Background: an optimization exercise with open tools, aiming at a short achievable clock period and few clock cycles per item. Do not read the settings as production practice. In this exercise RTL edits were held to simulation tests only and were not proved equivalent to the original. Power is estimated from default activity; no workload was simulated.

==> exp/amber <==
==> flow/design.v (excerpt) <==
module priority_store_forward_queue_top #(
  parameter int unsigned SLOTS           = 16,
  parameter int unsigned PRIORITY_LEVELS = 4
) (
  input  logic        clk_i,
  input  logic        rst_ni,
  input  logic        in_valid_i,
  output logic        in_stall_o,
  input  logic [1:0]  command_i,
  input  logic [31:0] now_ms_i,
  input  logic        is_data_i,
  input  logic [15:0] source_id_i,
  input  logic [15:0] sequence_number_i,
  input  logic [1:0]  priority_req_i,
  input  logic [31:0] payload_handle_i,
  output logic        out_valid_o,
  input  logic        out_stall_i,
  output logic [2:0]  event_code_o,
  output logic        accepted_o,
  output logic [15:0] out_source_o,
  output logic [15:0] out_sequence_o,
  output logic [1:0]  out_priority_o,
  output logic [31:0] out_payload_o,
  output logic        last_o,
  input  logic        cfg_valid_i,
  output logic        cfg_ready_o,
  input  logic [31:0] cfg_data_i
);
  localparam int unsigned N      = SLOTS;
  localparam int unsigned ItemW  = 2 + 32 + 1 + 16 + 16 + 2 + 32;   
  localparam int unsigned ResW   = 3 + 1 + 16 + 16 + 2 + 32 + 1;    
  localparam int unsigned PriMax = (PRIORITY_LEVELS > 4) ? 3 : PRIORITY_LEVELS - 1;
  localparam logic [1:0] PH_FIRST = 2'd0;   
  localparam logic [1:0] PH_ECHO  = 2'd1;   
  localparam logic [1:0] PH_SWEEP = 2'd2;   
  logic             m_v_q, r_v_q, s_v_q;
  logic [ItemW-1:0] m_q, r_q, s_q, in_item;
  logic [1:0]       m_cmd, m_pri, pri_sat;
  logic [31:0]      m_now, m_pay, r_now;
  logic             m_data;
  logic [15:0]      m_src, m_seq, r_src, r_seq;
  assign pri_sat = (32'(priority_req_i) > PriMax) ? PriMax[1:0] : priority_req_i;
  assign in_item = {command_i, now_ms_i, is_data_i, source_id_i, sequence_number_i,
                    pri_sat, payload_handle_i};
  assign {m_cmd, m_now, m_data, m_src, m_seq, m_pri, m_pay} = m_q;
  ...
Settings: LEC_CHECK=0, ABC_CLOCK_PERIOD_IN_PS=3000, CAP_MARGIN=20, CORE_MARGIN=2, CORE_UTILIZATION=40, PLACE_DENSITY=0.6, SETUP_SLACK_MARGIN=5, SLEW_MARGIN=20, TNS_END_PERCENT=100; clock period 10.0 ns.
run.sh (not shown) runs the stock make flow with config.mk's settings and CLKGATE_MAP_FILE= SYNTH_SCRIPT=/design/flow/synth_recipe.tcl, a recipe that flattens the netlist after the stock synthesis.
==> exp/quartz: changes against exp/amber <==
--- a/flow/design.v
+++ b/flow/design.v
@@ -67,30 +67,35 @@
   assign st_o  = st_q;
   assign src_o = src_q;
   assign seq_o = seq_q;
   assign pay_o = pay_q;
 endmodule
 import psfq_pkg::*;
 module psfq_cmp (
+  input  logic        valid_i,
+  input  logic [1:0]  pri_i,
   input  logic [31:0] st_i,
   input  logic [15:0] src_i,
   input  logic [15:0] seq_i,
   input  logic [31:0] now_i,
   input  logic [31:0] life_i,
   input  logic [15:0] isrc_i,
   input  logic [15:0] iseq_i,
+  input  logic [1:0]  ipri_i,
   output logic        exp_o,      
   output logic        dup_o,      
+  output logic        cand_o,     
   output logic        now_le_o,   
   output logic        st_le_o     
 );
   logic [31:0] age;
   assign age      = now_i - st_i;
   assign exp_o    = age >= life_i;
-  assign dup_o    = (src_i == isrc_i) && (seq_i == iseq_i);
+  assign dup_o    = valid_i && (src_i == isrc_i) && (seq_i == iseq_i);
+  assign cand_o   = pri_i >= ipri_i;
   assign now_le_o = now_i <= st_i;
   assign st_le_o  = st_i <= now_i;
 endmodule
 import psfq_pkg::*;
 module priority_store_forward_queue_top #(
   parameter int unsigned SLOTS           = 16,
   parameter int unsigned PRIORITY_LEVELS = 4
@@ -122,27 +127,24 @@
   localparam int unsigned N      = SLOTS;
   localparam int unsigned ItemW  = 2 + 32 + 1 + 16 + 16 + 2 + 32;   
   localparam int unsigned ResW   = 3 + 1 + 16 + 16 + 2 + 32 + 1;    
   localparam int unsigned PriMax = (PRIORITY_LEVELS > 4) ? 3 : PRIORITY_LEVELS - 1;
   localparam logic [1:0] PH_FIRST = 2'd0;   
   localparam logic [1:0] PH_ECHO  = 2'd1;   
   localparam logic [1:0] PH_SWEEP = 2'd2;   
-  logic             m_v_q, r_v_q, s_v_q;
-  logic [ItemW-1:0] m_q, r_q, s_q, in_item;
+  logic             m_v_q, s_v_q;
+  logic [ItemW-1:0] m_q, s_q, in_item;
   logic [1:0]       m_cmd, m_pri, pri_sat;
-  logic [31:0]      m_now, m_pay, r_now;
+  logic [31:0]      m_now, m_pay;
   logic             m_data;
-  logic [15:0]      m_src, m_seq, r_src, r_seq;
+  logic [15:0]      m_src, m_seq;
   assign pri_sat = (32'(priority_req_i) > PriMax) ? PriMax[1:0] : priority_req_i;
   assign in_item = {command_i, now_ms_i, is_data_i, source_id_i, sequence_number_i,
                     pri_sat, payload_handle_i};
   assign {m_cmd, m_now, m_data, m_src, m_seq, m_pri, m_pay} = m_q;
-  assign r_now = r_q[98:67];
-  assign r_src = r_q[65:50];
-  assign r_seq = r_q[49:34];
   logic [N-1:0]        v_q;
   logic [31:0]         life_q;
   logic [1:0]          ph_q;
   logic [N-1:0]        swm_q;           
   logic [N-1:0][N-1:0] le_q;            
   logic [N-1:0]        we;
   logic [N-1:0][1:0]   sl_pri;
@@ -160,40 +162,34 @@
     .wpay_i (m_pay),
     .pri_o  (sl_pri),
     .st_o   (sl_st),
     .src_o  (sl_src),
     .seq_o  (sl_seq),
     .pay_o  (sl_pay)
   );
-  logic [N:0]   p_exp, p_dup, p_nle, p_sle;
-  logic [N-1:0] q_exp, q_dup, q_nle, q_sle, we_q;
-  logic         q_exp_w, q_dup_w, q_nle_w, q_sle_w;
-  for (genvar i = 0; i <= N; i++) begin : g_cmp
+  logic [N-1:0] exp_s, dup_s, cand_s, now_le_s, st_le_s;
+  for (genvar i = 0; i < N; i++) begin : g_cmp
     psfq_cmp u_cmp (
-      .st_i     ((i < N) ? sl_st[i % N]  : m_now),
-      .src_i    ((i < N) ? sl_src[i % N] : m_src),
-      .seq_i    ((i < N) ? sl_seq[i % N] : m_seq),
-      .now_i    (r_now),
+      .valid_i  (v_q[i]),
+      .pri_i    (sl_pri[i]),
+      .st_i     (sl_st[i]),
+      .src_i    (sl_src[i]),
+      .seq_i    (sl_seq[i]),
+      .now_i    (m_now),
       .life_i   (life_q),
-      .isrc_i   (r_src),
-      .iseq_i   (r_seq),
-      .exp_o    (p_exp[i]),
-      .dup_o    (p_dup[i]),
-      .now_le_o (p_nle[i]),
-      .st_le_o  (p_sle[i])
+      .isrc_i   (m_src),
+      .iseq_i   (m_seq),
+      .ipri_i   (m_pri),
+      .exp_o    (exp_s[i]),
+      .dup_o    (dup_s[i]),
+      .cand_o   (cand_s[i]),
+      .now_le_o (now_le_s[i]),
+      .st_le_o  (st_le_s[i])
     );
   end
-  logic [N-1:0] exp_s, dup_s, cand_s, now_le_s, st_le_s;
-  for (genvar i = 0; i < N; i++) begin : g_fix
-    assign exp_s[i]    = we_q[i] ? q_exp_w : q_exp[i];
-    assign dup_s[i]    = v_q[i] && (we_q[i] ? q_dup_w : q_dup[i]);
-    assign now_le_s[i] = we_q[i] ? q_nle_w : q_nle[i];
-    assign st_le_s[i]  = we_q[i] ? q_sle_w : q_sle[i];
-    assign cand_s[i]   = sl_pri[i] >= m_pri;
-  end
   logic [N-1:0][N-1:0] older;
   always_comb begin
     for (int i = 0; i < N; i++) begin
       for (int j = 0; j < N; j++) begin
         if (i < j)      older[i][j] = le_q[i][j];
         else if (i > j) older[i][j] = !le_q[j][i];
         else            older[i][j] = 1'b0;
@@ -252,15 +248,15 @@
     else if (m_cmd == CmdDequeue) sel = deq;
     else                          sel = e1h;
     msg = '0;
     for (int i = 0; i < N; i++) begin
       if (sel[i]) msg = msg | {sl_pri[i], sl_src[i], sl_seq[i], sl_pay[i]};
     end
   end
-  logic             go, push, done, adv, r_free;
+  logic             go, push, done, adv;
   logic [ResW-1:0]  res;
   logic [N-1:0]     v_d, swm_d;
   logic [1:0]       ph_d;
   logic [2:0]       r_ev;
   logic             r_acc, r_last;
   logic [1:0]       r_kind;    
   logic             o_v_q, o2_v_q;
@@ -361,60 +357,45 @@
   always_comb begin
     unique case (r_kind)
       K_MSG:   res = {r_ev, r_acc, msg[63:48], msg[47:32], msg[65:64], msg[31:0], r_last};
       K_ZERO:  res = {r_ev, r_acc, 16'd0, 16'd0, 2'd0, 32'd0, r_last};
       default: res = {r_ev, r_acc, m_src, m_seq, m_pri, m_pay, r_last};
     endcase
   end
-  assign adv    = !m_v_q || done;
-  assign r_free = !r_v_q || adv;
+  assign adv = !m_v_q || done;
   always_ff @(posedge clk_i or negedge rst_ni) begin
     if (!rst_ni) begin
       m_v_q  <= 1'b0;
-      r_v_q  <= 1'b0;
       s_v_q  <= 1'b0;
       o_v_q  <= 1'b0;
       o2_v_q <= 1'b0;
       v_q    <= '0;
       ph_q   <= PH_FIRST;
       life_q <= 32'd60000;
     end else begin
-      if (adv) m_v_q <= r_v_q;
-      if (r_free) r_v_q <= s_v_q || in_valid_i;
+      if (adv) m_v_q <= s_v_q || in_valid_i;
       if (s_v_q) begin
-        if (r_free) s_v_q <= 1'b0;
-      end else if (!r_free) begin
+        if (adv) s_v_q <= 1'b0;
+      end else if (!adv) begin
         s_v_q <= in_valid_i;
       end
       if (!o_v_q || !out_stall_i) begin
         if (o2_v_q) o2_v_q <= 1'b0;
         else        o_v_q  <= push;
       end else if (push) begin
         o2_v_q <= 1'b1;
       end
       v_q  <= v_d;
       ph_q <= ph_d;
       if (cfg_valid_i) life_q <= cfg_data_i;
     end
   end
   always_ff @(posedge clk_i) begin
-    if (adv) begin
-      m_q     <= r_q;
-      q_exp   <= p_exp[N-1:0];
-      q_dup   <= p_dup[N-1:0];
-      q_nle   <= p_nle[N-1:0];
-      q_sle   <= p_sle[N-1:0];
-      q_exp_w <= p_exp[N];
-      q_dup_w <= p_dup[N];
-      q_nle_w <= p_nle[N];
-      q_sle_w <= p_sle[N];
-      we_q    <= we;
-    end
-    if (r_free) r_q <= s_v_q ? s_q : in_item;
-    if (!s_v_q && !r_free) s_q <= in_item;
+    if (adv) m_q <= s_v_q ? s_q : in_item;
+    if (!s_v_q && !adv) s_q <= in_item;
     if (!o_v_q || !out_stall_i) begin
       o_q <= o2_v_q ? o2_q : res;
     end else if (push) begin
       o2_q <= res;
     end
     swm_q <= swm_d;
     if (go && ph_q == PH_FIRST && m_cmd == CmdEnqueue && store) begin
==> flow/config.mk (replaced) <==
export PLATFORM = sky130hd
export DESIGN_NAME = priority_store_forward_queue_top
export DESIGN_NICKNAME = priority_store_forward_queue_top
export VERILOG_FILES = /design/flow/design.v
export SDC_FILE = /design/flow/constraint.sdc
export NUM_CORES = 4
export LEC_CHECK = 0
export CAP_MARGIN = 20
export CORE_MARGIN = 2
export CORE_UTILIZATION = 40
export PLACE_DENSITY = 0.6
export SLEW_MARGIN = 20
==> comparison table <==
quantity                                                    exp/amber               exp/quartz
Cell area after synthesis                                140000 sq um             130000 sq um
Seq/Total Area, Yosys                                           48.8%                    48.2%
Most common cell type on the critical path                      buf_4                  nand4_1
Number of tap cells added at floorplan                           4599                     4325
RSZ-0062 raised after global routing                             true                    false
Clock-cell share                                                5.28%                    5.21%
Reported sequential group power                               15.2 mW                  13.4 mW
Initial antenna violation count                                    37                       32
Result of the run                             complete, no violations  complete, no violations
Setup crit start                                   v_q[1]$_DFFE_PN0P_        m_q[67]$_DFFE_PN_
Fin nets                                                        14.9k                    14.2k
Synthesized instance count                                      12.5k                    12.1k
Wire length of the first global-routing pass           833000 microns           718000 microns
Post-Route WL                                          613000 microns           511000 microns
First-pass detailed-route iteration total                           9                       10
H-tree depth reported by CTS                                        5                        4
Post-Synth XOR/XNOR Area                                        6.31%                    6.42%
Die Y-Extent                                              595 microns              575 microns
Post-CTS Setup Repair Bufs                                        237                        0
Measured slew at the worst slew-check pin                     1240 ps                  1300 ps
Critical path's slowest cell                                   nor3_1                 a311oi_1
Yosys top cell area share                                       47.9%                    47.1%
Slack of the worst reg-to-reg path                            4740 ps                   520 ps
Data arrival time of the critical path                        5920 ps                 10280 ps
Detailed-routing wirelength on met1                    243000 microns           214000 microns
Testbench counts of exp/amber, summed over its fixed seeds: cycles 5,297, items 4,800.
Testbench counts of exp/quartz, summed over its fixed seeds: cycles 5,289, items 4,800.

re-timing with driven ports:
No port has a modelled driver above. Below, the same layouts with a new extraction and two added sets of constraints.
Step 1, drivers: a clkbuf_16 drives clk_i and a buf_2 each remaining input, both assumed.
Step 2 also shifts input and output timing later by t, the mid clock arrival at the registers, as if the neighbouring blocks saw the same clock.
Slacks: ideal ports / drivers / drivers and shift; pairs: ideal ports / drivers.
run | t (ns) | setup WS [ns] | worst register clock-pin slew, ns
exp/amber | 1.020 | 4.741 / 4.741 / 4.741 | 0.10 / 0.10
exp/quartz | 1.029 | 0.516 / 0.516 / 0.516 | 0.07 / 0.07
After both steps setup and hold are still met in every run listed.
